This design comes from an exercise in tuning for small area on the open sky130 flow, not from production work. At most, simulation tests tie the RTL to the original design; equivalence was not proved. No functional check of the RTL was part of run 2.

## flow/design.v (module list and top-level ports; edited modules follow where they fit)
// module pss_sample_window: 14 lines
// module pss_correlator_lane: 677 lines
// module pss_fa: 10 lines
// module pss_xor2: 7 lines
// module pss_xnor2: 7 lines
// module pss_ha: 9 lines
// module pss_nid2_decider: 24 lines
// module pss_detector: 75 lines
module pss_detector (
    input  logic        clk_i,
    input  logic        reset_ni,
    input  logic [15:0] sample_i,           
    input  logic        sample_valid_i,
    input  logic [1:0]  mode_i,             
    input  logic [1:0]  requested_nid2_i,
    output logic [2:0]  result_o            
);
  // ...
==> flow/flow/run.sh <==
#!/bin/bash
cp standard.sh standard_sh_copy.log
export BUFFER_PORTS_ARGS="-buffer_cell sky130_fd_sc_hd__buf_1"
bash standard.sh > standard_flow.log 2>&1
==> flow/standard.sh <==
#!/bin/bash
# synth_recipe.tcl (not shown) runs the flow's synth.tcl, then flattens the netlist and writes it again
# the make line also repeats each setting of config.mk as NAME=value (left out here)
make -C /OpenROAD-flow-scripts/flow DESIGN_CONFIG=/design/flow/config.mk WORK_HOME=/design/flow/orfs CLKGATE_MAP_FILE= SYNTH_SCRIPT=/design/flow/synth_recipe.tcl "${@:-finish}"
==> flow/config.mk <==
export PLATFORM = sky130hd
export DESIGN_NAME = pss_detector
export DESIGN_NICKNAME = pss_detector
export VERILOG_FILES = /design/flow/design.v
export SDC_FILE = /design/flow/constraint.sdc
export NUM_CORES = 4
export LEC_CHECK = 0
export CAP_MARGIN = 5
export CORE_MARGIN = 2
export CORE_UTILIZATION = 75
export CTS_BUF_LIST = sky130_fd_sc_hd__clkbuf_4
export CTS_CLUSTER_DIAMETER = 50
export CTS_CLUSTER_SIZE = 10
export SLEW_MARGIN = 5
export SYNTH_HIERARCHICAL = 1
==> flow/constraint.sdc <==
create_clock -name core_clock -period 11.0 [get_ports {clk_i}]
set_input_delay 2.2000 -clock core_clock [delete_from_list [all_inputs] [get_ports {clk_i}]]
set_output_delay 2.2000 -clock core_clock [all_outputs]
set_load 0.01 [all_outputs]
==> impl_metrics.prom, run 1 <==
# TYPE chip_impl_metric gauge
chip_impl_info{name="largest_class",value="multi-input combinational cells"} 1
chip_impl_info{name="critical_path.slowest_cell",value="sky130_fd_sc_hd__fa_1"} 1
chip_impl_info{name="synth_area_leader_cell",value="sky130_fd_sc_hd__fa_1"} 1
chip_impl_metric{name="global_route.usage.met3",unit=""} 0.0354
chip_impl_metric{name="grt_max_degree",unit=""} 132
chip_impl_metric{name="mappedNetlistArea",unit="mm²"} 0.0167
chip_impl_metric{name="post_synth_mux_area_share",unit=""} 0.00300
chip_impl_metric{name="number_of_synthesized_flops_with_an_enable_pin",unit=""} 0
chip_impl_metric{name="timing.final.ws_setup",unit="ns"} 0.547
chip_impl_metric{name="cts_resized",unit=""} 0
chip_impl_info{name="status",value="timing/DRC/antenna clean"} 1
chip_impl_metric{name="multi_input_cells",unit=""} 810
chip_impl_metric{name="first_global_vias",unit=""} 10268
chip_impl_info{name="critical_path.reg2reg.endpoint",value="prev_q[1]"} 1
chip_impl_info{name="top_regs",value="hist_q x240, sample_q x16"} 1
chip_impl_metric{name="fill_count",unit=""} 1400
chip_impl_info{name="ys.flop_type",value="sky130_fd_sc_hd__dfxtp_1"} 1
chip_impl_info{name="reg2reg_from",value="hist_q[152]"} 1
chip_impl_metric{name="final.clkbuf_count",unit=""} 40
chip_impl_info{name="layout_common_cells",value="sky130_fd_sc_hd__fa_1, sky130_fd_sc_hd__dfxtp_1, sky130_fd_sc_hd__a22o_1"} 1
chip_impl_metric{name="final_worst_path_period_need",unit="ns"} 10.45
chip_impl_metric{name="drive_above_1_share",unit=""} 0.0549
chip_impl_metric{name="die_h",unit="µm"} 153
chip_impl_info{name="criticalPathCategory",value="reg2reg"} 1
chip_impl_info{name="hold_path.class",value="reg2reg"} 1
chip_impl_info{name="synth.top_cells.by_count",value="sky130_fd_sc_hd__fa_1, sky130_fd_sc_hd__dfxtp_1, sky130_fd_sc_hd__a22o_1"} 1
chip_impl_metric{name="drc",unit=""} 0
chip_impl_metric{name="grt_util_met2",unit=""} 0.428
chip_impl_info{name="cp-startpoint",value="hist_q[152]"} 1
chip_impl_metric{name="mappedNetlistNets",unit=""} 1624
chip_impl_info{name="rsz0062_at_grt",value="false"} 1
chip_impl_metric{name="finalCritPeriodShare",unit=""} 0.950
chip_impl_metric{name="area_share_clock_buf_inv",unit=""} 0.0211
chip_impl_metric{name="ys_seq_elements",unit=""} 271
==> inputs of run 2 (changes only) <==
--- a/flow/design.v
+++ b/flow/design.v
@@ -30,58 +30,58 @@
     wire s145, c146, s147, c148, s149, c150, s151, c152, s153, c154, s155, c156, s157, c158, s159, c160;
     wire s161, c162, s163, c164, s165, c166, s167, c168, s169, c170, s171, c172, s173, c174, s175, c176;
     wire s177, c178, s179, c180, s181, c182, s183, c184, s185, c186, s187, c188, s189, c190, s191, c192;
     wire s193, c194, s195, c196, s197, c198, s199, c200, s201, c202, s203, c204, s205, c206, s207, c208;
     wire s209, c210, s211, c212, s213, c214, s215, c216, s217, c218, s219, c220, s221, c222, s223, c224;
     wire s225, c226, s227, c228, s229, c230, s231, c232, s233, c234, s235, c236, s237, c238, s239, c240;
     wire s241, c242, s243, c244, s245, c246, s247, c248, s249, c250, s251, c252, s253, c254, s255, s257;
     wire c258, s259, c260, s261, c262, s263, c264, s265, c266, s267, c268, s269, c270, s271, c272, s273;
-    wire c274, s275, c276, s277, c278, s279, c280, s281, s281x, s283, s285, c286, s287, c288, s289, c290;
+    wire c274, s275, c276, s277, c278, s279, c280, s281, c282, s283, s285, c286, s287, c288, s289, c290;
     wire s291, c292, s293, c294, s295, c296, s297, c298, s299, c300, s301, c302, s303, c304, s305, c306;
-    wire s307, c308, s309, c310, s311, s311x, s313, s315, c316, s317, c318, s319, c320, s321, c322, s323;
+    wire s307, c308, s309, c310, s311, c312, s313, s315, c316, s317, c318, s319, c320, s321, c322, s323;
     wire c324, s325, c326, s327, c328, s329, c330, s331, c332, s333, c334, s335, c336, s337, c338, s339;
-    wire s339x, s341, s343, c344, s345, c346, s347, c348, s349, c350, s351, c352, s353, c354, s355, c356;
+    wire c340, s341, s343, c344, s345, c346, s347, c348, s349, c350, s351, c352, s353, c354, s355, c356;
     wire s357, c358, s359, c360, s361, c362, s363, c364, s365, c366, s367, c368, s369, c370, s371, c372;
     wire s373, c374, s375, c376, s377, c378, s379, c380, s381, c382, s383, c384, s385, c386, s387, c388;
     wire s389, c390, s391, c392, s393, c394, s395, c396, s397, c398, s399, c400, s401, c402, s403, c404;
     wire s405, c406, s407, c408, s409, c410, s411, c412, s413, c414, s415, c416, s417, c418, s419, c420;
     wire s421, c422, s423, c424, s425, c426, s427, c428, s429, c430, s431, c432, s433, c434, s435, c436;
     wire s437, c438, s439, c440, s441, c442, s443, c444, s445, c446, s447, c448, s449, c450, s451, c452;
     wire s453, c454, s455, c456, s457, c458, s459, c460, s461, c462, s463, c464, s465, c466, s467, c468;
     wire s469, c470, s471, c472, s473, c474, s475, c476, s477, c478, s479, c480, s481, c482, s483, c484;
     wire s485, c486, s487, c488, s489, c490, s491, c492, s493, c494, s495, c496, s497, c498, s499, c500;
     wire s501, c502, s503, c504, s505, c506, s507, c508, s509, c510, s511, c512, s513, c514, s515, c516;
     wire s517, c518, s519, c520, s521, c522, s523, c524, s525, c526, s527, c528, s529, c530, s531, c532;
     wire s533, c534, s535, c536, s537, c538, s539, c540, s541, c542, s543, c544, s545, c546, s547, c548;
     wire s549, c550, s551, c552, s553, c554, s555, c556, s557, c558, s559, c560, s561, c562, s563, c564;
     wire s565, c566, s567, c568, s569, c570, s571, c572, s573, c574, s575, c576, s577, c578, s579, c580;
     wire s581, c582, s583, c584, s585, c586, s587, c588, s589, c590, s591, c592, s593, c594, s595, c596;
     wire s597, s599, c600, s601, c602, s603, c604, s605, c606, s607, c608, s609, c610, s611, c612, s613;
-    wire c614, s615, c616, s617, c618, s619, c620, s621, c622, s623, s623x, s625, s627, c628, s629, c630;
+    wire c614, s615, c616, s617, c618, s619, c620, s621, c622, s623, c624, s625, s627, c628, s629, c630;
     wire s631, c632, s633, c634, s635, c636, s637, c638, s639, c640, s641, c642, s643, c644, s645, c646;
-    wire s647, c648, s649, c650, s651, c652, s653, s653x, s655, s657, c658, s659, c660, s661, c662, s663;
+    wire s647, c648, s649, c650, s651, c652, s653, c654, s655, s657, c658, s659, c660, s661, c662, s663;
     wire c664, s665, c666, s667, c668, s669, c670, s671, c672, s673, c674, s675, c676, s677, c678, s679;
-    wire c680, s681, s681x, s683, n685, x686, x687, x688, x689, x690, x691, x692, x693, x694, x695, n696;
+    wire c680, s681, c682, s683, n685, x686, x687, x688, x689, x690, x691, x692, x693, x694, x695, n696;
     wire x697, x698, x699, x700, x701, x702, x703, x704, x705, x706, s707, c708, s709, c710, s711, c712;
-    wire s713, c714, s715, c716, s717, c718, s719, c720, s721, c722, s723, c724, s725, c726, n772, x773;
-    wire x774, x775, x776, x777, x778, x779, x780, x781, x782, n783, x784, x785, x786, x787, x788, x789;
-    wire x790, x791, x792, x793, s794, c795, s796, c797, s798, c799, s800, c801, s802, c803, s804, c805;
-    wire s806, c807, s808, c809, s810, c811, s812, c813, n859, x860, x861, x862, x863, x864, x865, x866;
-    wire x867, x868, x869, n870, x871, x872, x873, x874, x875, x876, x877, x878, x879, x880, s881, c882;
-    wire s883, c884, s885, c886, s887, c888, s889, c890, s891, c892, s893, c894, s895, c896, s897, c898;
-    wire s899, c900, g727, p728, g729, p730, g731, p732, g733, p734, g735, p736, g737, p738, g739, p740;
-    wire g741, p742, g743, p744, g745, p746, g747, p748, bg749, bp750, bg751, bp752, bg753, bp754, cc755, bg756;
-    wire bp757, bg758, bp759, bg760, bp761, cc762, bg763, bp764, bg765, bp766, bg767, bp768, cc769, cc770, ge771, g814;
-    wire p815, g816, p817, g818, p819, g820, p821, g822, p823, g824, p825, g826, p827, g828, p829, g830;
-    wire p831, g832, p833, g834, p835, bg836, bp837, bg838, bp839, bg840, bp841, cc842, bg843, bp844, bg845, bp846;
-    wire bg847, bp848, cc849, bg850, bp851, bg852, bp853, bg854, bp855, cc856, cc857, ge858, g901, p902, g903, p904;
+    wire s713, c714, s715, c716, s717, c718, s719, c720, s721, c722, s723, c724, s725, c726, n771, x772;
+    wire x773, x774, x775, x776, x777, x778, x779, x780, x781, n782, x783, x784, x785, x786, x787, x788;
+    wire x789, x790, x791, x792, s793, c794, s795, c796, s797, c798, s799, c800, s801, c802, s803, c804;
+    wire s805, c806, s807, c808, s809, c810, s811, c812, n857, x858, x859, x860, x861, x862, x863, x864;
+    wire x865, x866, x867, n868, x869, x870, x871, x872, x873, x874, x875, x876, x877, x878, s879, c880;
+    wire s881, c882, s883, c884, s885, c886, s887, c888, s889, c890, s891, c892, s893, c894, s895, c896;
+    wire s897, c898, g727, p728, g729, p730, g731, p732, g733, p734, g735, p736, g737, p738, g739, p740;
+    wire g741, p742, g743, p744, g745, p746, g747, p748, bg749, bp750, bg751, bp752, cc753, bg754, bp755, bg756;
+    wire bp757, cc758, bg759, bp760, bg761, bp762, cc763, bg764, bp765, bg766, bp767, cc768, cc769, ge770, g813, p814;
+    wire g815, p816, g817, p818, g819, p820, g821, p822, g823, p824, g825, p826, g827, p828, g829, p830;
+    wire g831, p832, g833, p834, bg835, bp836, bg837, bp838, cc839, bg840, bp841, bg842, bp843, cc844, bg845, bp846;
+    wire bg847, bp848, cc849, bg850, bp851, bg852, bp853, cc854, cc855, ge856, g899, p900, g901, p902, g903, p904;
     wire g905, p906, g907, p908, g909, p910, g911, p912, g913, p914, g915, p916, g917, p918, g919, p920;
-    wire g921, p922, bg923, bp924, bg925, bp926, bg927, bp928, cc929, bg930, bp931, bg932, bp933, bg934, bp935, cc936;
-    wire bg937, bp938, bg939, bp940, bg941, bp942, cc943, cc944, ge945;
+    wire bg921, bp922, bg923, bp924, cc925, bg926, bp927, bg928, bp929, cc930, bg931, bp932, bg933, bp934, cc935, bg936;
+    wire bp937, bg938, bp939, cc940, cc941, ge942;
     pss_fa u_s1 (.a(window_i[168]), .b(window_i[120]), .c(window_i[40]), .s(s1), .co(c2));
     pss_fa u_s3 (.a(window_i[200]), .b(window_i[152]), .c(~s1), .s(s3), .co(c4));
     pss_fa u_s5 (.a(window_i[169]), .b(window_i[121]), .c(window_i[41]), .s(s5), .co(c6));
     pss_fa u_s7 (.a(window_i[201]), .b(window_i[153]), .c(~c2), .s(s7), .co(c8));
     pss_fa u_s9 (.a(~s5), .b(c4), .c(s7), .s(s9), .co(c10));
     pss_fa u_s11 (.a(window_i[170]), .b(window_i[122]), .c(window_i[42]), .s(s11), .co(c12));
     pss_fa u_s13 (.a(window_i[202]), .b(window_i[154]), .c(~c6), .s(s13), .co(c14));
     pss_fa u_s15 (.a(~s11), .b(c8), .c(s13), .s(s15), .co(c16));
@@ -130,17 +130,17 @@
     pss_fa u_s101 (.a(~window_i[30]), .b(c94), .c(s99), .s(s101), .co(c102));
     pss_fa u_s103 (.a(c96), .b(s101), .c(c98), .s(s103), .co(c104));
     pss_fa u_s105 (.a(window_i[239]), .b(window_i[79]), .c(window_i[63]), .s(s105), .co(c106));
     pss_fa u_s107 (.a(~window_i[31]), .b(c100), .c(s105), .s(s107), .co(c108));
     pss_fa u_s109 (.a(c102), .b(s107), .c(c104), .s(s109), .co(c110));
     pss_fa u_s111 (.a(c106), .b(c108), .c(c110), .s(s111), .co(c112));
     pss_fa u_s113 (.a(window_i[248]), .b(window_i[104]), .c(s3), .s(s113), .co(c114));
     pss_fa u_s115 (.a(window_i[249]), .b(window_i[105]), .c(s9), .s(s115), .co(c116));
-    pss_xor2 u_s117 (.a(c114), .b(s115), .y(s117));
+    pss_xnor2 u_s117 (.a(c114), .b(s115), .y(s117));
     assign c118 = ~(~(c114 | s115));
     pss_fa u_s119 (.a(window_i[250]), .b(window_i[106]), .c(s17), .s(s119), .co(c120));
     pss_fa u_s121 (.a(c116), .b(c118), .c(s119), .s(s121), .co(c122));
     pss_fa u_s123 (.a(window_i[251]), .b(window_i[107]), .c(s25), .s(s123), .co(c124));
     pss_fa u_s125 (.a(c120), .b(c122), .c(s123), .s(s125), .co(c126));
     pss_fa u_s127 (.a(window_i[252]), .b(window_i[108]), .c(s33), .s(s127), .co(c128));
     pss_fa u_s129 (.a(c124), .b(c126), .c(s127), .s(s129), .co(c130));
     pss_fa u_s131 (.a(window_i[253]), .b(window_i[109]), .c(s41), .s(s131), .co(c132));
@@ -202,69 +202,66 @@
     pss_fa u_s239 (.a(s17), .b(s79), .c(c238), .s(s239), .co(c240));
     pss_fa u_s241 (.a(s25), .b(s85), .c(c240), .s(s241), .co(c242));
     pss_fa u_s243 (.a(s33), .b(s91), .c(c242), .s(s243), .co(c244));
     pss_fa u_s245 (.a(s41), .b(s97), .c(c244), .s(s245), .co(c246));
     pss_fa u_s247 (.a(s49), .b(s103), .c(c246), .s(s247), .co(c248));
     pss_fa u_s249 (.a(s57), .b(s109), .c(c248), .s(s249), .co(c250));
     pss_fa u_s251 (.a(s61), .b(s111), .c(c250), .s(s251), .co(c252));
     pss_fa u_s253 (.a(c112), .b(s63), .c(c252), .s(s253), .co(c254));
-    pss_xnor2 u_s255 (.a(c64), .b(c254), .y(s255));
+    pss_xor2 u_s255 (.a(c64), .b(c254), .y(s255));
     pss_xor2 u_s257 (.a(s113), .b(s153), .y(s257));
     assign c258 = ~(~(s113 | s153));
-    pss_fa u_s259 (.a(c258), .b(s161), .c(~s117), .s(s259), .co(c260));
+    pss_fa u_s259 (.a(c258), .b(s161), .c(s117), .s(s259), .co(c260));
     pss_fa u_s261 (.a(s171), .b(s121), .c(c260), .s(s261), .co(c262));
     pss_fa u_s263 (.a(s125), .b(s181), .c(c262), .s(s263), .co(c264));
     pss_fa u_s265 (.a(s129), .b(s191), .c(c264), .s(s265), .co(c266));
     pss_fa u_s267 (.a(s133), .b(s201), .c(c266), .s(s267), .co(c268));
     pss_fa u_s269 (.a(s137), .b(s211), .c(c268), .s(s269), .co(c270));
     pss_fa u_s271 (.a(s141), .b(s221), .c(c270), .s(s271), .co(c272));
     pss_fa u_s273 (.a(s227), .b(s143), .c(c272), .s(s273), .co(c274));
     pss_fa u_s275 (.a(~s145), .b(s231), .c(c274), .s(s275), .co(c276));
     pss_fa u_s277 (.a(s233), .b(c276), .c(s275), .s(s277), .co(c278));
-    pss_xnor2 u_s279 (.a(s147), .b(s277), .y(s279));
-    assign c280 = ~(s147 | ~s277);
-    pss_xor2 u_s281x (.a(c148), .b(c234), .y(s281x));
-    pss_xnor2 u_s281 (.a(s281x), .b(c278), .y(s281));
+    pss_xor2 u_s279 (.a(s147), .b(s277), .y(s279));
+    assign c280 = (s147 | ~s277);
+    pss_fa u_s281 (.a(~c148), .b(c234), .c(c278), .s(s281), .co(c282));
     pss_xnor2 u_s283 (.a(c280), .b(s281), .y(s283));
-    pss_xnor2 u_s285 (.a(s113), .b(s153), .y(s285));
+    pss_xor2 u_s285 (.a(s113), .b(s153), .y(s285));
     assign c286 = (~s113 | s153);
-    pss_fa u_s287 (.a(c286), .b(s161), .c(s117), .s(s287), .co(c288));
+    pss_fa u_s287 (.a(c286), .b(s161), .c(~s117), .s(s287), .co(c288));
     pss_fa u_s289 (.a(s171), .b(~s121), .c(c288), .s(s289), .co(c290));
     pss_fa u_s291 (.a(~s125), .b(s181), .c(c290), .s(s291), .co(c292));
     pss_fa u_s293 (.a(~s129), .b(s191), .c(c292), .s(s293), .co(c294));
     pss_fa u_s295 (.a(~s133), .b(s201), .c(c294), .s(s295), .co(c296));
     pss_fa u_s297 (.a(~s137), .b(s211), .c(c296), .s(s297), .co(c298));
     pss_fa u_s299 (.a(~s141), .b(s221), .c(c298), .s(s299), .co(c300));
     pss_fa u_s301 (.a(s227), .b(~s143), .c(c300), .s(s301), .co(c302));
     pss_fa u_s303 (.a(s145), .b(s231), .c(c302), .s(s303), .co(c304));
     pss_ha u_s305 (.a(s301), .b(s303), .s(s305), .co(c306));
     pss_fa u_s307 (.a(s147), .b(s233), .c(c304), .s(s307), .co(c308));
-    pss_xor2 u_s309 (.a(c306), .b(s307), .y(s309));
-    assign c310 = ~(c306 | s307);
-    pss_xor2 u_s311x (.a(c148), .b(c234), .y(s311x));
-    pss_xnor2 u_s311 (.a(s311x), .b(c308), .y(s311));
+    pss_xnor2 u_s309 (.a(c306), .b(s307), .y(s309));
+    assign c310 = (c306 | s307);
+    pss_fa u_s311 (.a(c148), .b(c234), .c(c308), .s(s311), .co(c312));
     pss_xnor2 u_s313 (.a(c310), .b(s311), .y(s313));
     pss_xor2 u_s315 (.a(s259), .b(s235), .y(s315));
     assign c316 = (~s259 | s235);
     pss_fa u_s317 (.a(s237), .b(c316), .c(~s261), .s(s317), .co(c318));
     pss_fa u_s319 (.a(s239), .b(~s263), .c(c318), .s(s319), .co(c320));
     pss_fa u_s321 (.a(s241), .b(~s265), .c(c320), .s(s321), .co(c322));
     pss_fa u_s323 (.a(s243), .b(~s267), .c(c322), .s(s323), .co(c324));
     pss_fa u_s325 (.a(s245), .b(~s269), .c(c324), .s(s325), .co(c326));
     pss_fa u_s327 (.a(s247), .b(~s271), .c(c326), .s(s327), .co(c328));
     pss_fa u_s329 (.a(s249), .b(~s273), .c(c328), .s(s329), .co(c330));
     pss_fa u_s331 (.a(s251), .b(s275), .c(c330), .s(s331), .co(c332));
-    pss_xor2 u_s333 (.a(s329), .b(s331), .y(s333));
+    pss_xnor2 u_s333 (.a(s329), .b(s331), .y(s333));
     assign c334 = (s329 | s331);
     pss_fa u_s335 (.a(s253), .b(c332), .c(c334), .s(s335), .co(c336));
-    pss_xor2 u_s337 (.a(s279), .b(s335), .y(s337));
-    assign c338 = ~(~s279 | s335);
-    pss_xor2 u_s339x (.a(s255), .b(s283), .y(s339x));
-    pss_xor2 u_s339 (.a(s339x), .b(c336), .y(s339));
+    pss_xnor2 u_s337 (.a(s279), .b(s335), .y(s337));
+    assign c338 = (s279 | s335);
+    pss_fa u_s339 (.a(s255), .b(s283), .c(c336), .s(s339), .co(c340));
     pss_xor2 u_s341 (.a(c338), .b(s339), .y(s341));
     pss_fa u_s343 (.a(window_i[160]), .b(window_i[112]), .c(window_i[32]), .s(s343), .co(c344));
     pss_fa u_s345 (.a(window_i[192]), .b(window_i[144]), .c(~s343), .s(s345), .co(c346));
     pss_fa u_s347 (.a(window_i[161]), .b(window_i[113]), .c(window_i[33]), .s(s347), .co(c348));
     pss_fa u_s349 (.a(window_i[193]), .b(window_i[145]), .c(~c344), .s(s349), .co(c350));
     pss_fa u_s351 (.a(~s347), .b(c346), .c(s349), .s(s351), .co(c352));
     pss_fa u_s353 (.a(window_i[162]), .b(window_i[114]), .c(window_i[34]), .s(s353), .co(c354));
     pss_fa u_s355 (.a(window_i[194]), .b(window_i[146]), .c(~c348), .s(s355), .co(c356));
@@ -386,315 +383,309 @@
     pss_fa u_s581 (.a(s359), .b(s421), .c(c580), .s(s581), .co(c582));
     pss_fa u_s583 (.a(s367), .b(s427), .c(c582), .s(s583), .co(c584));
     pss_fa u_s585 (.a(s375), .b(s433), .c(c584), .s(s585), .co(c586));
     pss_fa u_s587 (.a(s383), .b(s439), .c(c586), .s(s587), .co(c588));
     pss_fa u_s589 (.a(s391), .b(s445), .c(c588), .s(s589), .co(c590));
     pss_fa u_s591 (.a(s399), .b(s451), .c(c590), .s(s591), .co(c592));
     pss_fa u_s593 (.a(s403), .b(s453), .c(c592), .s(s593), .co(c594));
     pss_fa u_s595 (.a(c454), .b(s405), .c(c594), .s(s595), .co(c596));
-    pss_xnor2 u_s597 (.a(c406), .b(c596), .y(s597));
+    pss_xor2 u_s597 (.a(c406), .b(c596), .y(s597));
     pss_xnor2 u_s599 (.a(s455), .b(s495), .y(s599));
     assign c600 = ~(~(s455 | s495));
     pss_fa u_s601 (.a(c600), .b(s503), .c(s459), .s(s601), .co(c602));
     pss_fa u_s603 (.a(s513), .b(s463), .c(c602), .s(s603), .co(c604));
     pss_fa u_s605 (.a(s467), .b(s523), .c(c604), .s(s605), .co(c606));
     pss_fa u_s607 (.a(s471), .b(s533), .c(c606), .s(s607), .co(c608));
     pss_fa u_s609 (.a(s475), .b(s543), .c(c608), .s(s609), .co(c610));
     pss_fa u_s611 (.a(s479), .b(s553), .c(c610), .s(s611), .co(c612));
     pss_fa u_s613 (.a(s483), .b(s563), .c(c612), .s(s613), .co(c614));
     pss_fa u_s615 (.a(s569), .b(s485), .c(c614), .s(s615), .co(c616));
     pss_fa u_s617 (.a(~s487), .b(s573), .c(c616), .s(s617), .co(c618));
     pss_fa u_s619 (.a(s575), .b(c618), .c(s617), .s(s619), .co(c620));
     pss_xor2 u_s621 (.a(s489), .b(s619), .y(s621));
     assign c622 = ~(s489 | ~s619);
-    pss_xor2 u_s623x (.a(c490), .b(c576), .y(s623x));
-    pss_xnor2 u_s623 (.a(s623x), .b(c620), .y(s623));
-    pss_xnor2 u_s625 (.a(c622), .b(s623), .y(s625));
-    pss_xnor2 u_s627 (.a(s455), .b(s495), .y(s627));
+    pss_fa u_s623 (.a(~c490), .b(c576), .c(c620), .s(s623), .co(c624));
+    pss_xor2 u_s625 (.a(c622), .b(s623), .y(s625));
+    pss_xor2 u_s627 (.a(s455), .b(s495), .y(s627));
     assign c628 = (~s455 | s495);
     pss_fa u_s629 (.a(c628), .b(s503), .c(~s459), .s(s629), .co(c630));
     pss_fa u_s631 (.a(s513), .b(~s463), .c(c630), .s(s631), .co(c632));
     pss_fa u_s633 (.a(~s467), .b(s523), .c(c632), .s(s633), .co(c634));
     pss_fa u_s635 (.a(~s471), .b(s533), .c(c634), .s(s635), .co(c636));
     pss_fa u_s637 (.a(~s475), .b(s543), .c(c636), .s(s637), .co(c638));
     pss_fa u_s639 (.a(~s479), .b(s553), .c(c638), .s(s639), .co(c640));
     pss_fa u_s641 (.a(~s483), .b(s563), .c(c640), .s(s641), .co(c642));
     pss_fa u_s643 (.a(s569), .b(~s485), .c(c642), .s(s643), .co(c644));
     pss_fa u_s645 (.a(s487), .b(s573), .c(c644), .s(s645), .co(c646));
     pss_ha u_s647 (.a(s643), .b(s645), .s(s647), .co(c648));
     pss_fa u_s649 (.a(s489), .b(s575), .c(c646), .s(s649), .co(c650));
     pss_xor2 u_s651 (.a(c648), .b(s649), .y(s651));
     assign c652 = ~(c648 | s649);
-    pss_xor2 u_s653x (.a(c490), .b(c576), .y(s653x));
-    pss_xnor2 u_s653 (.a(s653x), .b(c650), .y(s653));
-    pss_xnor2 u_s655 (.a(c652), .b(s653), .y(s655));
+    pss_fa u_s653 (.a(c490), .b(c576), .c(c650), .s(s653), .co(c654));
+    pss_xor2 u_s655 (.a(c652), .b(s653), .y(s655));
     pss_xor2 u_s657 (.a(s601), .b(s577), .y(s657));
     assign c658 = (~s601 | s577);
     pss_fa u_s659 (.a(s579), .b(c658), .c(~s603), .s(s659), .co(c660));
     pss_fa u_s661 (.a(s581), .b(~s605), .c(c660), .s(s661), .co(c662));
     pss_fa u_s663 (.a(s583), .b(~s607), .c(c662), .s(s663), .co(c664));
     pss_fa u_s665 (.a(s585), .b(~s609), .c(c664), .s(s665), .co(c666));
     pss_fa u_s667 (.a(s587), .b(~s611), .c(c666), .s(s667), .co(c668));
     pss_fa u_s669 (.a(s589), .b(~s613), .c(c668), .s(s669), .co(c670));
     pss_fa u_s671 (.a(s591), .b(~s615), .c(c670), .s(s671), .co(c672));
     pss_fa u_s673 (.a(s593), .b(s617), .c(c672), .s(s673), .co(c674));
-    pss_xnor2 u_s675 (.a(s671), .b(s673), .y(s675));
+    pss_xor2 u_s675 (.a(s671), .b(s673), .y(s675));
     assign c676 = (s671 | s673);
     pss_fa u_s677 (.a(s595), .b(c674), .c(c676), .s(s677), .co(c678));
-    pss_xor2 u_s679 (.a(s621), .b(s677), .y(s679));
-    assign c680 = ~(s621 | s677);
-    pss_xor2 u_s681x (.a(s597), .b(s625), .y(s681x));
-    pss_xor2 u_s681 (.a(s681x), .b(c678), .y(s681));
+    pss_xnor2 u_s679 (.a(s621), .b(s677), .y(s679));
+    assign c680 = (s621 | s677);
+    pss_fa u_s681 (.a(s597), .b(s625), .c(c678), .s(s681), .co(c682));
     pss_xnor2 u_s683 (.a(c680), .b(s681), .y(s683));
-    assign n685 = (s283 & ~s257);
-    pss_xnor2 u_x686 (.a(s259), .b(s283), .y(x686));
-    pss_xnor2 u_x687 (.a(s261), .b(s283), .y(x687));
-    pss_xnor2 u_x688 (.a(s263), .b(s283), .y(x688));
-    pss_xor2 u_x689 (.a(s265), .b(s283), .y(x689));
-    pss_xnor2 u_x690 (.a(s267), .b(s283), .y(x690));
+    assign n685 = (~s283 & ~s257);
+    pss_xor2 u_x686 (.a(s259), .b(s283), .y(x686));
+    pss_xor2 u_x687 (.a(s261), .b(s283), .y(x687));
+    pss_xor2 u_x688 (.a(s263), .b(s283), .y(x688));
+    pss_xnor2 u_x689 (.a(s265), .b(s283), .y(x689));
+    pss_xor2 u_x690 (.a(s267), .b(s283), .y(x690));
     pss_xor2 u_x691 (.a(s269), .b(s283), .y(x691));
-    pss_xnor2 u_x692 (.a(s271), .b(s283), .y(x692));
+    pss_xor2 u_x692 (.a(s271), .b(s283), .y(x692));
     pss_xnor2 u_x693 (.a(s273), .b(s283), .y(x693));
-    pss_xnor2 u_x694 (.a(s275), .b(s283), .y(x694));
+    pss_xor2 u_x694 (.a(s275), .b(s283), .y(x694));
     pss_xnor2 u_x695 (.a(s279), .b(s283), .y(x695));
-    assign n696 = (s625 & s599);
+    assign n696 = (~s625 & s599);
     pss_xor2 u_x697 (.a(s601), .b(s625), .y(x697));
-    pss_xnor2 u_x698 (.a(s603), .b(s625), .y(x698));
-    pss_xnor2 u_x699 (.a(s605), .b(s625), .y(x699));
-    pss_xor2 u_x700 (.a(s607), .b(s625), .y(x700));
-    pss_xnor2 u_x701 (.a(s609), .b(s625), .y(x701));
-    pss_xor2 u_x702 (.a(s611), .b(s625), .y(x702));
-    pss_xnor2 u_x703 (.a(s613), .b(s625), .y(x703));
-    pss_xnor2 u_x704 (.a(s615), .b(s625), .y(x704));
-    pss_xnor2 u_x705 (.a(s617), .b(s625), .y(x705));
-    pss_xor2 u_x706 (.a(s621), .b(s625), .y(x706));
+    pss_xor2 u_x698 (.a(s603), .b(s625), .y(x698));
+    pss_xor2 u_x699 (.a(s605), .b(s625), .y(x699));
+    pss_xnor2 u_x700 (.a(s607), .b(s625), .y(x700));
+    pss_xor2 u_x701 (.a(s609), .b(s625), .y(x701));
+    pss_xnor2 u_x702 (.a(s611), .b(s625), .y(x702));
+    pss_xor2 u_x703 (.a(s613), .b(s625), .y(x703));
+    pss_xor2 u_x704 (.a(s615), .b(s625), .y(x704));
+    pss_xor2 u_x705 (.a(s617), .b(s625), .y(x705));
+    pss_xnor2 u_x706 (.a(s621), .b(s625), .y(x706));
     pss_fa u_s707 (.a(n685), .b(x686), .c(n696), .s(s707), .co(c708));
     pss_ha u_s709 (.a(x687), .b(x698), .s(s709), .co(c710));
     pss_ha u_s711 (.a(x688), .b(x699), .s(s711), .co(c712));
-    pss_xor2 u_s713 (.a(x689), .b(x700), .y(s713));
-    assign c714 = ~(~x689 | ~x700);
+    pss_xnor2 u_s713 (.a(x689), .b(x700), .y(s713));
+    assign c714 = (~x689 | ~x700);
     pss_ha u_s715 (.a(x690), .b(x701), .s(s715), .co(c716));
     pss_xor2 u_s717 (.a(x691), .b(x702), .y(s717));
-    assign c718 = ~(~x691 | ~x702);
+    assign c718 = (x691 | ~x702);
     pss_ha u_s719 (.a(x692), .b(x703), .s(s719), .co(c720));
     pss_xnor2 u_s721 (.a(x693), .b(x704), .y(s721));
-    assign c722 = ~(x693 | x704);
+    assign c722 = (~x693 | x704);
     pss_ha u_s723 (.a(x694), .b(x705), .s(s723), .co(c724));
     pss_ha u_s725 (.a(x695), .b(x706), .s(s725), .co(c726));
-    assign n772 = (s341 & ~s257);
-    pss_xor2 u_x773 (.a(s315), .b(s341), .y(x773));
-    pss_xor2 u_x774 (.a(s317), .b(s341), .y(x774));
-    pss_xor2 u_x775 (.a(s319), .b(s341), .y(x775));
-    pss_xnor2 u_x776 (.a(s321), .b(s341), .y(x776));
-    pss_xnor2 u_x777 (.a(s323), .b(s341), .y(x777));
-    pss_xnor2 u_x778 (.a(s325), .b(s341), .y(x778));
-    pss_xnor2 u_x779 (.a(s327), .b(s341), .y(x779));
-    pss_xor2 u_x780 (.a(s329), .b(s341), .y(x780));
-    pss_xor2 u_x781 (.a(s333), .b(s341), .y(x781));
-    pss_xor2 u_x782 (.a(s337), .b(s341), .y(x782));
-    assign n783 = (~s683 & s599);
-    pss_xnor2 u_x784 (.a(s657), .b(s683), .y(x784));
-    pss_xor2 u_x785 (.a(s659), .b(s683), .y(x785));
-    pss_xor2 u_x786 (.a(s661), .b(s683), .y(x786));
-    pss_xor2 u_x787 (.a(s663), .b(s683), .y(x787));
-    pss_xnor2 u_x788 (.a(s665), .b(s683), .y(x788));
-    pss_xor2 u_x789 (.a(s667), .b(s683), .y(x789));
-    pss_xor2 u_x790 (.a(s669), .b(s683), .y(x790));
-    pss_xnor2 u_x791 (.a(s671), .b(s683), .y(x791));
-    pss_xor2 u_x792 (.a(s675), .b(s683), .y(x792));
-    pss_xor2 u_x793 (.a(s679), .b(s683), .y(x793));
-    pss_fa u_s794 (.a(n772), .b(x773), .c(n783), .s(s794), .co(c795));
-    pss_xnor2 u_s796 (.a(x774), .b(x785), .y(s796));
-    assign c797 = (~(~x774 | x785));
-    pss_xor2 u_s798 (.a(x775), .b(x786), .y(s798));
-    assign c799 = (~(~x775 | x786));
-    pss_ha u_s800 (.a(x776), .b(x787), .s(s800), .co(c801));
-    pss_xor2 u_s802 (.a(x777), .b(x788), .y(s802));
-    assign c803 = (~(x777 | ~x788));
-    pss_ha u_s804 (.a(x778), .b(x789), .s(s804), .co(c805));
-    pss_xor2 u_s806 (.a(x779), .b(x790), .y(s806));
-    assign c807 = (~(x779 | x790));
-    pss_xor2 u_s808 (.a(x780), .b(x791), .y(s808));
-    assign c809 = ~(~x780 | ~x791);
-    pss_xnor2 u_s810 (.a(x781), .b(x792), .y(s810));
-    assign c811 = ~(~x781 | ~x792);
-    pss_ha u_s812 (.a(x782), .b(x793), .s(s812), .co(c813));
-    assign n859 = (~s313 & s285);
-    pss_xnor2 u_x860 (.a(s287), .b(s313), .y(x860));
-    pss_xnor2 u_x861 (.a(s289), .b(s313), .y(x861));
-    pss_xnor2 u_x862 (.a(s291), .b(s313), .y(x862));
-    pss_xnor2 u_x863 (.a(s293), .b(s313), .y(x863));
-    pss_xnor2 u_x864 (.a(s295), .b(s313), .y(x864));
-    pss_xor2 u_x865 (.a(s297), .b(s313), .y(x865));
-    pss_xnor2 u_x866 (.a(s299), .b(s313), .y(x866));
-    pss_xnor2 u_x867 (.a(s301), .b(s313), .y(x867));
-    pss_xnor2 u_x868 (.a(s305), .b(s313), .y(x868));
-    pss_xnor2 u_x869 (.a(s309), .b(s313), .y(x869));
-    assign n870 = (~s655 & s627);
-    pss_xor2 u_x871 (.a(s629), .b(s655), .y(x871));
-    pss_xnor2 u_x872 (.a(s631), .b(s655), .y(x872));
-    pss_xnor2 u_x873 (.a(s633), .b(s655), .y(x873));
-    pss_xnor2 u_x874 (.a(s635), .b(s655), .y(x874));
-    pss_xnor2 u_x875 (.a(s637), .b(s655), .y(x875));
-    pss_xor2 u_x876 (.a(s639), .b(s655), .y(x876));
-    pss_xnor2 u_x877 (.a(s641), .b(s655), .y(x877));
-    pss_xnor2 u_x878 (.a(s643), .b(s655), .y(x878));
-    pss_xor2 u_x879 (.a(s647), .b(s655), .y(x879));
-    pss_xnor2 u_x880 (.a(s651), .b(s655), .y(x880));
-    pss_fa u_s881 (.a(n859), .b(x860), .c(n870), .s(s881), .co(c882));
-    pss_ha u_s883 (.a(x861), .b(x872), .s(s883), .co(c884));
-    pss_ha u_s885 (.a(x862), .b(x873), .s(s885), .co(c886));
-    pss_xor2 u_s887 (.a(x863), .b(x874), .y(s887));
-    assign c888 = ~(x863 | x874);
-    pss_ha u_s889 (.a(x864), .b(x875), .s(s889), .co(c890));
-    pss_xnor2 u_s891 (.a(x865), .b(x876), .y(s891));
-    assign c892 = ~(~x865 | ~x876);
-    pss_ha u_s893 (.a(x866), .b(x877), .s(s893), .co(c894));
-    pss_ha u_s895 (.a(x867), .b(x878), .s(s895), .co(c896));
-    pss_xor2 u_s897 (.a(x868), .b(x879), .y(s897));
-    assign c898 = ~(x868 | ~x879);
-    pss_xor2 u_s899 (.a(x869), .b(x880), .y(s899));
-    assign c900 = (~(x869 | x880));
+    assign n771 = (~s341 & ~s257);
+    pss_xnor2 u_x772 (.a(s315), .b(s341), .y(x772));
+    pss_xnor2 u_x773 (.a(s317), .b(s341), .y(x773));
+    pss_xor2 u_x774 (.a(s319), .b(s341), .y(x774));
+    pss_xor2 u_x775 (.a(s321), .b(s341), .y(x775));
+    pss_xnor2 u_x776 (.a(s323), .b(s341), .y(x776));
+    pss_xor2 u_x777 (.a(s325), .b(s341), .y(x777));
+    pss_xor2 u_x778 (.a(s327), .b(s341), .y(x778));
+    pss_xor2 u_x779 (.a(s329), .b(s341), .y(x779));
+    pss_xor2 u_x780 (.a(s333), .b(s341), .y(x780));
+    pss_xnor2 u_x781 (.a(s337), .b(s341), .y(x781));
+    assign n782 = (s683 & s599);
+    pss_xor2 u_x783 (.a(s657), .b(s683), .y(x783));
+    pss_xor2 u_x784 (.a(s659), .b(s683), .y(x784));
+    pss_xnor2 u_x785 (.a(s661), .b(s683), .y(x785));
+    pss_xnor2 u_x786 (.a(s663), .b(s683), .y(x786));
+    pss_xor2 u_x787 (.a(s665), .b(s683), .y(x787));
+    pss_xnor2 u_x788 (.a(s667), .b(s683), .y(x788));
+    pss_xor2 u_x789 (.a(s669), .b(s683), .y(x789));
+    pss_xor2 u_x790 (.a(s671), .b(s683), .y(x790));
+    pss_xnor2 u_x791 (.a(s675), .b(s683), .y(x791));
+    pss_xor2 u_x792 (.a(s679), .b(s683), .y(x792));
+    pss_fa u_s793 (.a(n771), .b(x772), .c(n782), .s(s793), .co(c794));
+    pss_xnor2 u_s795 (.a(x773), .b(x784), .y(s795));
+    assign c796 = ~(~(~x773 | ~x784));
+    pss_xnor2 u_s797 (.a(x774), .b(x785), .y(s797));
+    assign c798 = ~(~(x774 | x785));
+    pss_ha u_s799 (.a(x775), .b(x786), .s(s799), .co(c800));
+    pss_xnor2 u_s801 (.a(x776), .b(x787), .y(s801));
+    assign c802 = (~(~x776 | ~x787));
+    pss_ha u_s803 (.a(x777), .b(x788), .s(s803), .co(c804));
+    pss_xnor2 u_s805 (.a(x778), .b(x789), .y(s805));
+    assign c806 = (~(x778 | ~x789));
+    pss_xnor2 u_s807 (.a(x779), .b(x790), .y(s807));
+    assign c808 = (x779 | ~x790);
+    pss_xor2 u_s809 (.a(x780), .b(x791), .y(s809));
+    assign c810 = ~(~x780 | x791);
+    pss_ha u_s811 (.a(x781), .b(x792), .s(s811), .co(c812));
+    assign n857 = (~s313 & ~s285);
+    pss_xnor2 u_x858 (.a(s287), .b(s313), .y(x858));
+    pss_xnor2 u_x859 (.a(s289), .b(s313), .y(x859));
+    pss_xnor2 u_x860 (.a(s291), .b(s313), .y(x860));
+    pss_xor2 u_x861 (.a(s293), .b(s313), .y(x861));
+    pss_xnor2 u_x862 (.a(s295), .b(s313), .y(x862));
+    pss_xnor2 u_x863 (.a(s297), .b(s313), .y(x863));
+    pss_xnor2 u_x864 (.a(s299), .b(s313), .y(x864));
+    pss_xnor2 u_x865 (.a(s301), .b(s313), .y(x865));
+    pss_xor2 u_x866 (.a(s305), .b(s313), .y(x866));
+    pss_xnor2 u_x867 (.a(s309), .b(s313), .y(x867));
+    assign n868 = (~s655 & ~s627);
+    pss_xnor2 u_x869 (.a(s629), .b(s655), .y(x869));
+    pss_xnor2 u_x870 (.a(s631), .b(s655), .y(x870));
+    pss_xnor2 u_x871 (.a(s633), .b(s655), .y(x871));
+    pss_xnor2 u_x872 (.a(s635), .b(s655), .y(x872));
+    pss_xnor2 u_x873 (.a(s637), .b(s655), .y(x873));
+    pss_xor2 u_x874 (.a(s639), .b(s655), .y(x874));
+    pss_xnor2 u_x875 (.a(s641), .b(s655), .y(x875));
+    pss_xnor2 u_x876 (.a(s643), .b(s655), .y(x876));
+    pss_xor2 u_x877 (.a(s647), .b(s655), .y(x877));
+    pss_xor2 u_x878 (.a(s651), .b(s655), .y(x878));
+    pss_fa u_s879 (.a(n857), .b(x858), .c(n868), .s(s879), .co(c880));
+    pss_ha u_s881 (.a(x859), .b(x870), .s(s881), .co(c882));
+    pss_ha u_s883 (.a(x860), .b(x871), .s(s883), .co(c884));
+    pss_xor2 u_s885 (.a(x861), .b(x872), .y(s885));
+    assign c886 = (~x861 | x872);
+    pss_ha u_s887 (.a(x862), .b(x873), .s(s887), .co(c888));
+    pss_xor2 u_s889 (.a(x863), .b(x874), .y(s889));
+    assign c890 = ~(x863 | ~x874);
+    pss_ha u_s891 (.a(x864), .b(x875), .s(s891), .co(c892));
+    pss_ha u_s893 (.a(x865), .b(x876), .s(s893), .co(c894));
+    pss_xor2 u_s895 (.a(x866), .b(x877), .y(s895));
+    assign c896 = ~(~x866 | ~x877);
+    pss_xnor2 u_s897 (.a(x867), .b(x878), .y(s897));
+    assign c898 = ~(~(~x867 | ~x878));
     assign g727 = s257 & ~s599;
     assign p728 = s257 | ~s599;
-    assign g729 = ~x697 & s707;
-    assign p730 = ~x697 | s707;
+    assign g729 = x697 & s707;
+    assign p730 = x697 | s707;
     assign g731 = c708 & s709;
     assign p732 = c708 | s709;
     assign g733 = c710 & s711;
     assign p734 = c710 | s711;
-    assign g735 = c712 & ~s713;
-    assign p736 = c712 | ~s713;
-    assign g737 = ~c714 & s715;
-    assign p738 = ~c714 | s715;
-    assign g739 = c716 & ~s717;
-    assign p740 = c716 | ~s717;
-    assign g741 = ~c718 & s719;
-    assign p742 = ~c718 | s719;
-    assign g743 = c720 & s721;
-    assign p744 = c720 | s721;
-    assign g745 = ~c722 & ~s723;
-    assign p746 = ~c722 | ~s723;
+    assign g735 = c712 & s713;
+    assign p736 = c712 | s713;
+    assign g737 = c714 & s715;
+    assign p738 = c714 | s715;
+    assign g739 = c716 & s717;
+    assign p740 = c716 | s717;
+    assign g741 = c718 & s719;
+    assign p742 = c718 | s719;
+    assign g743 = c720 & ~s721;
+    assign p744 = c720 | ~s721;
+    assign g745 = c722 & ~s723;
+    assign p746 = c722 | ~s723;
     assign g747 = ~c724 & s725;
     assign p748 = ~c724 | s725;
     assign bg749 = g729 | (p730 & g727);
     assign bp750 = p730 & p728;
     assign bg751 = g731 | (p732 & bg749);
     assign bp752 = p732 & bp750;
-    assign bg753 = g733 | (p734 & bg751);
-    assign bp754 = p734 & bp752;
-    assign cc755 = bg753 | (bp754 & 1'b0);
-    assign bg756 = g737 | (p738 & g735);
-    assign bp757 = p738 & p736;
-    assign bg758 = g739 | (p740 & bg756);
-    assign bp759 = p740 & bp757;
-    assign bg760 = g741 | (p742 & bg758);
-    assign bp761 = p742 & bp759;
-    assign cc762 = bg760 | (bp761 & cc755);
-    assign bg763 = g745 | (p746 & g743);
-    assign bp764 = p746 & p744;
-    assign bg765 = g747 | (p748 & bg763);
-    assign bp766 = p748 & bp764;
-    assign bg767 = c726 | (1'b1 & bg765);
-    assign bp768 = 1'b1 & bp766;
-    assign cc769 = bg767 | (bp768 & cc762);
-    assign cc770 = 1'b0 | (1'b1 & cc769);
-    assign ge771 = cc770;
-    assign g814 = s257 & ~s599;
-    assign p815 = s257 | ~s599;
-    assign g816 = x784 & s794;
-    assign p817 = x784 | s794;
-    assign g818 = c795 & s796;
-    assign p819 = c795 | s796;
-    assign g820 = c797 & ~s798;
-    assign p821 = c797 | ~s798;
-    assign g822 = c799 & ~s800;
-    assign p823 = c799 | ~s800;
-    assign g824 = ~c801 & ~s802;
-    assign p825 = ~c801 | ~s802;
-    assign g826 = c803 & ~s804;
-    assign p827 = c803 | ~s804;
-    assign g828 = ~c805 & s806;
-    assign p829 = ~c805 | s806;
-    assign g830 = c807 & ~s808;
-    assign p831 = c807 | ~s808;
-    assign g832 = ~c809 & s810;
-    assign p833 = ~c809 | s810;
-    assign g834 = ~c811 & s812;
-    assign p835 = ~c811 | s812;
-    assign bg836 = g816 | (p817 & g814);
-    assign bp837 = p817 & p815;
-    assign bg838 = g818 | (p819 & bg836);
-    assign bp839 = p819 & bp837;
-    assign bg840 = g820 | (p821 & bg838);
-    assign bp841 = p821 & bp839;
-    assign cc842 = bg840 | (bp841 & 1'b0);
-    assign bg843 = g824 | (p825 & g822);
-    assign bp844 = p825 & p823;
-    assign bg845 = g826 | (p827 & bg843);
-    assign bp846 = p827 & bp844;
-    assign bg847 = g828 | (p829 & bg845);
-    assign bp848 = p829 & bp846;
-    assign cc849 = bg847 | (bp848 & cc842);
-    assign bg850 = g832 | (p833 & g830);
-    assign bp851 = p833 & p831;
-    assign bg852 = g834 | (p835 & bg850);
-    assign bp853 = p835 & bp851;
-    assign bg854 = c813 | (1'b1 & bg852);
-    assign bp855 = 1'b1 & bp853;
-    assign cc856 = bg854 | (bp855 & cc849);
-    assign cc857 = 1'b0 | (1'b1 & cc856);
-    assign ge858 = cc857;
-    assign g901 = ~s285 & ~s627;
-    assign p902 = ~s285 | ~s627;
-    assign g903 = ~x871 & s881;
-    assign p904 = ~x871 | s881;
+    assign cc753 = bg751 | (bp752 & 1'b0);
+    assign bg754 = g735 | (p736 & g733);
+    assign bp755 = p736 & p734;
+    assign bg756 = g737 | (p738 & bg754);
+    assign bp757 = p738 & bp755;
+    assign cc758 = bg756 | (bp757 & cc753);
+    assign bg759 = g741 | (p742 & g739);
+    assign bp760 = p742 & p740;
+    assign bg761 = g743 | (p744 & bg759);
+    assign bp762 = p744 & bp760;
+    assign cc763 = bg761 | (bp762 & cc758);
+    assign bg764 = g747 | (p748 & g745);
+    assign bp765 = p748 & p746;
+    assign bg766 = c726 | (1'b1 & bg764);
+    assign bp767 = 1'b1 & bp765;
+    assign cc768 = bg766 | (bp767 & cc763);
+    assign cc769 = 1'b0 | (1'b1 & cc768);
+    assign ge770 = cc769;
+    assign g813 = s257 & ~s599;
+    assign p814 = s257 | ~s599;
+    assign g815 = x783 & s793;
+    assign p816 = x783 | s793;
+    assign g817 = c794 & ~s795;
+    assign p818 = c794 | ~s795;
+    assign g819 = ~c796 & ~s797;
+    assign p820 = ~c796 | ~s797;
+    assign g821 = ~c798 & ~s799;
+    assign p822 = ~c798 | ~s799;
+    assign g823 = ~c800 & ~s801;
+    assign p824 = ~c800 | ~s801;
+    assign g825 = c802 & ~s803;
+    assign p826 = c802 | ~s803;
+    assign g827 = ~c804 & s805;
+    assign p828 = ~c804 | s805;
+    assign g829 = c806 & ~s807;
+    assign p830 = c806 | ~s807;
+    assign g831 = c808 & s809;
+    assign p832 = c808 | s809;
+    assign g833 = ~c810 & s811;
+    assign p834 = ~c810 | s811;
+    assign bg835 = g815 | (p816 & g813);
+    assign bp836 = p816 & p814;
+    assign bg837 = g817 | (p818 & bg835);
+    assign bp838 = p818 & bp836;
+    assign cc839 = bg837 | (bp838 & 1'b0);
+    assign bg840 = g821 | (p822 & g819);
+    assign bp841 = p822 & p820;
+    assign bg842 = g823 | (p824 & bg840);
+    assign bp843 = p824 & bp841;
+    assign cc844 = bg842 | (bp843 & cc839);
+    assign bg845 = g827 | (p828 & g825);
+    assign bp846 = p828 & p826;
+    assign bg847 = g829 | (p830 & bg845);
+    assign bp848 = p830 & bp846;
+    assign cc849 = bg847 | (bp848 & cc844);
+    assign bg850 = g833 | (p834 & g831);
+    assign bp851 = p834 & p832;
+    assign bg852 = c812 | (1'b1 & bg850);
+    assign bp853 = 1'b1 & bp851;
+    assign cc854 = bg852 | (bp853 & cc849);
+    assign cc855 = 1'b0 | (1'b1 & cc854);
+    assign ge856 = cc855;
+    assign g899 = s285 & s627;
+    assign p900 = s285 | s627;
+    assign g901 = x869 & s879;
+    assign p902 = x869 | s879;
+    assign g903 = c880 & s881;
+    assign p904 = c880 | s881;
     assign g905 = c882 & s883;
     assign p906 = c882 | s883;
     assign g907 = c884 & s885;
     assign p908 = c884 | s885;
-    assign g909 = c886 & ~s887;
-    assign p910 = c886 | ~s887;
-    assign g911 = ~c888 & s889;
-    assign p912 = ~c888 | s889;
-    assign g913 = c890 & s891;
-    assign p914 = c890 | s891;
-    assign g915 = ~c892 & s893;
-    assign p916 = ~c892 | s893;
-    assign g917 = c894 & ~s895;
-    assign p918 = c894 | ~s895;
-    assign g919 = ~c896 & s897;
-    assign p920 = ~c896 | s897;
-    assign g921 = ~c898 & s899;
-    assign p922 = ~c898 | s899;
-    assign bg923 = g903 | (p904 & g901);
-    assign bp924 = p904 & p902;
-    assign bg925 = g905 | (p906 & bg923);
-    assign bp926 = p906 & bp924;
-    assign bg927 = g907 | (p908 & bg925);
-    assign bp928 = p908 & bp926;
-    assign cc929 = bg927 | (bp928 & 1'b0);
-    assign bg930 = g911 | (p912 & g909);
-    assign bp931 = p912 & p910;
-    assign bg932 = g913 | (p914 & bg930);
-    assign bp933 = p914 & bp931;
-    assign bg934 = g915 | (p916 & bg932);
-    assign bp935 = p916 & bp933;
-    assign cc936 = bg934 | (bp935 & cc929);
-    assign bg937 = g919 | (p920 & g917);
-    assign bp938 = p920 & p918;
-    assign bg939 = g921 | (p922 & bg937);
-    assign bp940 = p922 & bp938;
-    assign bg941 = c900 | (1'b1 & bg939);
-    assign bp942 = 1'b1 & bp940;
-    assign cc943 = bg941 | (bp942 & cc936);
-    assign cc944 = 1'b0 | (1'b1 & cc943);
-    assign ge945 = cc944;
-    assign ge_o = {ge945, ge858, ge771};
+    assign g909 = c886 & s887;
+    assign p910 = c886 | s887;
+    assign g911 = c888 & s889;
+    assign p912 = c888 | s889;
+    assign g913 = ~c890 & s891;
+    assign p914 = ~c890 | s891;
+    assign g915 = c892 & ~s893;
+    assign p916 = c892 | ~s893;
+    assign g917 = ~c894 & ~s895;
+    assign p918 = ~c894 | ~s895;
+    assign g919 = ~c896 & ~s897;
+    assign p920 = ~c896 | ~s897;
+    assign bg921 = g901 | (p902 & g899);
+    assign bp922 = p902 & p900;
+    assign bg923 = g903 | (p904 & bg921);
+    assign bp924 = p904 & bp922;
+    assign cc925 = bg923 | (bp924 & 1'b0);
+    assign bg926 = g907 | (p908 & g905);
+    assign bp927 = p908 & p906;
+    assign bg928 = g909 | (p910 & bg926);
+    assign bp929 = p910 & bp927;
+    assign cc930 = bg928 | (bp929 & cc925);
+    assign bg931 = g913 | (p914 & g911);
+    assign bp932 = p914 & p912;
+    assign bg933 = g915 | (p916 & bg931);
+    assign bp934 = p916 & bp932;
+    assign cc935 = bg933 | (bp934 & cc930);
+    assign bg936 = g919 | (p920 & g917);
+    assign bp937 = p920 & p918;
+    assign bg938 = ~c898 | (1'b1 & bg936);
+    assign bp939 = 1'b1 & bp937;
+    assign cc940 = bg938 | (bp939 & cc935);
+    assign cc941 = 1'b0 | (1'b1 & cc940);
+    assign ge942 = cc941;
+    assign ge_o = {ge942, ge856, ge770};
 endmodule
 module pss_fa (
     input  logic a,
     input  logic b,
     input  logic c,
     output logic s,
     output logic co
 );
==> impl_metrics.prom, run 2 <==
# TYPE chip_impl_metric gauge
chip_impl_metric{name="post_synth_inst_count",unit=""} 1268
chip_impl_metric{name="setup_viol_count_final",unit=""} 0
chip_impl_metric{name="timing.final.max_slew_violations",unit=""} 0
chip_impl_metric{name="layout.cells.non_filler",unit=""} 1573
chip_impl_info{name="synth_most_common_cell",value="sky130_fd_sc_hd__fa_1"} 1
chip_impl_metric{name="mappedNetlistArea",unit="mm²"} 0.0167
chip_impl_info{name="synth_area_leader_cell",value="sky130_fd_sc_hd__fa_1"} 1
chip_impl_metric{name="place_ws",unit="ns"} -0.00460
chip_impl_metric{name="numPortBuffers",unit=""} 25
chip_impl_info{name="tritoncts",value="built"} 1
chip_impl_metric{name="critPathMaxStageDelay",unit="ns"} 0.60
chip_impl_metric{name="drc",unit=""} 0
chip_impl_metric{name="async_reset_ff_frac",unit=""} 0
chip_impl_metric{name="dp_hpwl",unit="µm"} 21900
chip_impl_metric{name="timing.final.ws_setup",unit="ns"} 0.378
chip_impl_metric{name="finalCritPeriodShare",unit=""} 0.966
chip_impl_info{name="critPathMostFrequentCell",value="sky130_fd_sc_hd__fa_1"} 1
chip_impl_metric{name="clock_sink_count",unit=""} 271
chip_impl_info{name="layout_common_cells",value="sky130_fd_sc_hd__fa_1, sky130_fd_sc_hd__dfxtp_1, sky130_fd_sc_hd__a22o_1"} 1
chip_impl_info{name="synth.top_cells.by_count",value="sky130_fd_sc_hd__fa_1, sky130_fd_sc_hd__dfxtp_1, sky130_fd_sc_hd__a22o_1"} 1
chip_impl_metric{name="first_global_vias",unit=""} 10066
chip_impl_metric{name="fin_area",unit="mm²"} 0.0172
chip_impl_metric{name="final_worst_path_period_need",unit="ns"} 10.62
chip_impl_metric{name="post_dp_cell_area",unit="mm²"} 0.0167
chip_impl_metric{name="insertion_delay",unit="ns"} 0.64
chip_impl_metric{name="mean_area_per_synthesized_cell",unit="µm²"} 13.2
chip_impl_metric{name="antenna_violating_nets_post_route",unit=""} 0
chip_impl_metric{name="layout.nets",unit=""} 1638
chip_impl_info{name="criticalPathCategory",value="reg2reg"} 1
chip_impl_metric{name="die-area",unit="mm²"} 0.0235
chip_impl_metric{name="yosys_top_cell_area_share",unit=""} 0.350
chip_impl_info{name="critical_path.slowest_cell",value="sky130_fd_sc_hd__fa_2"} 1
chip_impl_metric{name="synth-seq-area-share",unit=""} 0.324
chip_impl_metric{name="finClkSkew",unit="ns"} 0.0424
chip_impl_metric{name="drive_above_1_share",unit=""} 0.0713
chip_impl_metric{name="avgRoutedWirePerCell",unit="µm"} 18.0
chip_impl_info{name="status",value="timing/DRC/antenna clean"} 1
chip_impl_info{name="clock_tree.root_cell",value="sky130_fd_sc_hd__clkbuf_4"} 1
chip_impl_info{name="hold_path.class",value="reg2reg"} 1
chip_impl_metric{name="cp.arrival",unit="ns"} 11.12
chip_impl_metric{name="fmax",unit="MHz"} 94.1
chip_impl_metric{name="drt_first_pass_iters",unit=""} 5
chip_impl_metric{name="cts_hold_buffers",unit=""} 0
chip_impl_metric{name="ys_seq_elements",unit=""} 271
chip_impl_metric{name="synthToLayoutAreaGrowth",unit="%"} 2.67
chip_impl_metric{name="number_of_synthesized_flops_with_an_enable_pin",unit=""} 0
chip_impl_metric{name="clock_tree.buffer_depth",unit=""} 3
chip_impl_metric{name="total_length_of_routed_wires",unit="µm"} 28300
chip_impl_metric{name="grt_max_degree",unit=""} 128
chip_impl_metric{name="hold_violations",unit=""} 0
chip_impl_metric{name="synth.yosys.warnings",unit=""} 8
chip_impl_metric{name="grt_antenna_before_repair",unit=""} 1
chip_impl_info{name="top_regs",value="hist_q x240, sample_q x16"} 1
chip_impl_metric{name="cell_count_after_placement",unit=""} 1520
chip_impl_info{name="synth_area_leaders",value="sky130_fd_sc_hd__fa_1, sky130_fd_sc_hd__dfxtp_1, sky130_fd_sc_hd__a22o_1"} 1
chip_impl_info{name="cp-end-kind",value="flip-flop"} 1
chip_impl_metric{name="maxcap_viol_count",unit=""} 0
chip_impl_metric{name="mappedNetlistNets",unit=""} 1622
chip_impl_metric{name="clkTransAtPathRegs",unit="ns"} 0.11
chip_impl_metric{name="die_h",unit="µm"} 153
chip_impl_metric{name="global_route_wire_length_before_repair",unit="µm"} 49800
chip_impl_metric{name="relSlewSlack",unit=""} 0.227
chip_impl_info{name="top_register",value="hist_q"} 1
chip_impl_metric{name="max_reg_flops",unit=""} 240
chip_impl_info{name="layout_commonest_cell",value="sky130_fd_sc_hd__fa_1"} 1
chip_impl_metric{name="synth_cell_types",unit=""} 49
chip_impl_metric{name="worst_ep_required_time",unit="ns"} 11.50
chip_impl_metric{name="core.rowCount",unit=""} 54
chip_impl_metric{name="initial_core_util",unit=""} 0.765
chip_impl_metric{name="worstPathMaxFanout",unit=""} 7
chip_impl_metric{name="drt-initial-drc-count",unit=""} 548
chip_impl_metric{name="placeableCoreArea",unit="mm²"} 0.0219
chip_impl_metric{name="post_drt_via_cell_ratio",unit=""} 5.89
chip_impl_metric{name="tightestPinTransition",unit="ns"} 1.16
chip_impl_metric{name="dieWidth",unit="µm"} 153
chip_impl_metric{name="cts_max_level",unit=""} 2
chip_impl_metric{name="global_route.overflow_total",unit=""} 0
chip_impl_metric{name="pin_count",unit=""} 26
chip_impl_metric{name="grt_usage",unit=""} 0.258
chip_impl_metric{name="tritoncts.num_buffers",unit=""} 35
chip_impl_metric{name="routed-via-count",unit=""} 9269
chip_impl_info{name="cp-start-kind",value="flip-flop"} 1
chip_impl_info{name="ys.flop_type",value="sky130_fd_sc_hd__dfxtp_1"} 1
chip_impl_metric{name="finalWeightedCongestion",unit=""} 0.816
## run 2: kinds of logic (layout without fill, tap and decap cells)
group                    Yosys count  after routing  share of synthesized area
AO/OA/AOI/OAI                    284            284                      0.147
AND/OR/NAND/NOR                   71             71                     0.0238
adder cells (fa/ha/maj)          337            337                      0.382
buffers and inverters            196            219                     0.0655
other                              0              2                          0
multiplexers                       5              5                    0.00299
flip-flops                       271            271                      0.324
XOR/XNOR                         104            104                     0.0544
## run 2: worst paths after layout
check / from / cells past startpoint / slack (ns) / to
max: hist_q[152] / 29 / 0.38 / prev_q[1]
min: code1_q[1] / 1 / 0.44 / code2_q[1]
max reg2reg: hist_q[152] / 29 / 0.38 / prev_q[1]
min reg2reg: code1_q[1] / 1 / 0.44 / code2_q[1]
## run 2: repair_timing
item / in CTS / in global routing
buffers inserted: 0 / 7
setup endpoints to repair: 1 / 2
pin swaps: 0 / 10
gates resized for setup: 1 / 12
## run 2: metal layers
layer,global-route usage,wire (µm)
met1,0.385,13000
met2,0.408,13600
met3,0.0391,1030
met4,0.0651,695
met5,0,0
## run 2: stage by stage
| step | setup TNS [ns] | hold WS (ns) | utilization |
|---|---|---|---|
| after floorplan | 0 | 0.385 | - |
| after global placement | 0 | 0.405 | 0.764 |
| after detailed placement | -0.00460 | 0.412 | 0.764 |
| after CTS | 0 | 0.433 | 0.780 |
| after global routing | -0.00751 | 0.444 | 0.785 |
| final | 0 | 0.437 | 0.785 |
## run 2: Yosys stat by module, one instance, submodules excluded
module	area (µm²)	cells	flip-flops and latches
pss_correlator_lane	1150	231	0
pss_nid2_decider	70.1	9	0
pss_detector	5600	299	271
pss_xnor2	8.76	1	0
pss_fa	20.0	1	0
pss_ha	12.5	1	0
pss_sample_window	2700	297	0
pss_xor2	8.76	1	0
## run 2: final cells by class
| class | count | area (µm²) |
|---|---|---|
| diodes | 2 | 5.00 |
| clock buffers | 39 | 293 |
| clock inverters | 5 | 61.3 |
| fillers | 1381 | 4700 |
| inverters | 134 | 508 |
| multi-input cells | 801 | 10300 |
| flip-flops and latches | 271 | 5430 |
| well taps | 280 | 350 |
| repair buffers | 41 | 218 |
## run 2: worst max-delay path: cells and delay by family, from the launching register on
| family | cells | cell delay (ns) |
|---|---|---|
| compound gates | 1 | 0.24 |
| xor+xnor | 2 | 0.41 |
| fa+ha+maj | 19 | 8.16 |
| buf+inv | 3 | 0.30 |
| flops | 1 | 0.35 |
| mux | 1 | 0.15 |
| simple gates | 3 | 0.87 |

[separate check: timing with driven ports]
How much do the figures lean on ideal ports? The routed layouts below were timed once more, with nothing changed but the port constraints. Step 1 assumes that a clkbuf_16 drives the clock port and a buf_2 every other input. Step 2 adds t to the input delays and takes it off the output delays; t is the mean of the earliest and latest rising clock arrival at the registers after step 1. Input paths then give back, and output paths get back, about the clock's delay inside the block. a / b / c = no drivers / after step 1 / after step 2; a / b = the first two.
| run | shift t [ns] | setup slack, ns | cell pins on the clock port's net |
|---|---|---|---|
| run 1 | 0.665 | 0.547 / 0.547 / 0.547 | 1 |
| run 2 | 0.663 | 0.378 / 0.378 / 0.378 | 1 |
After both steps every run listed still meets setup and hold.
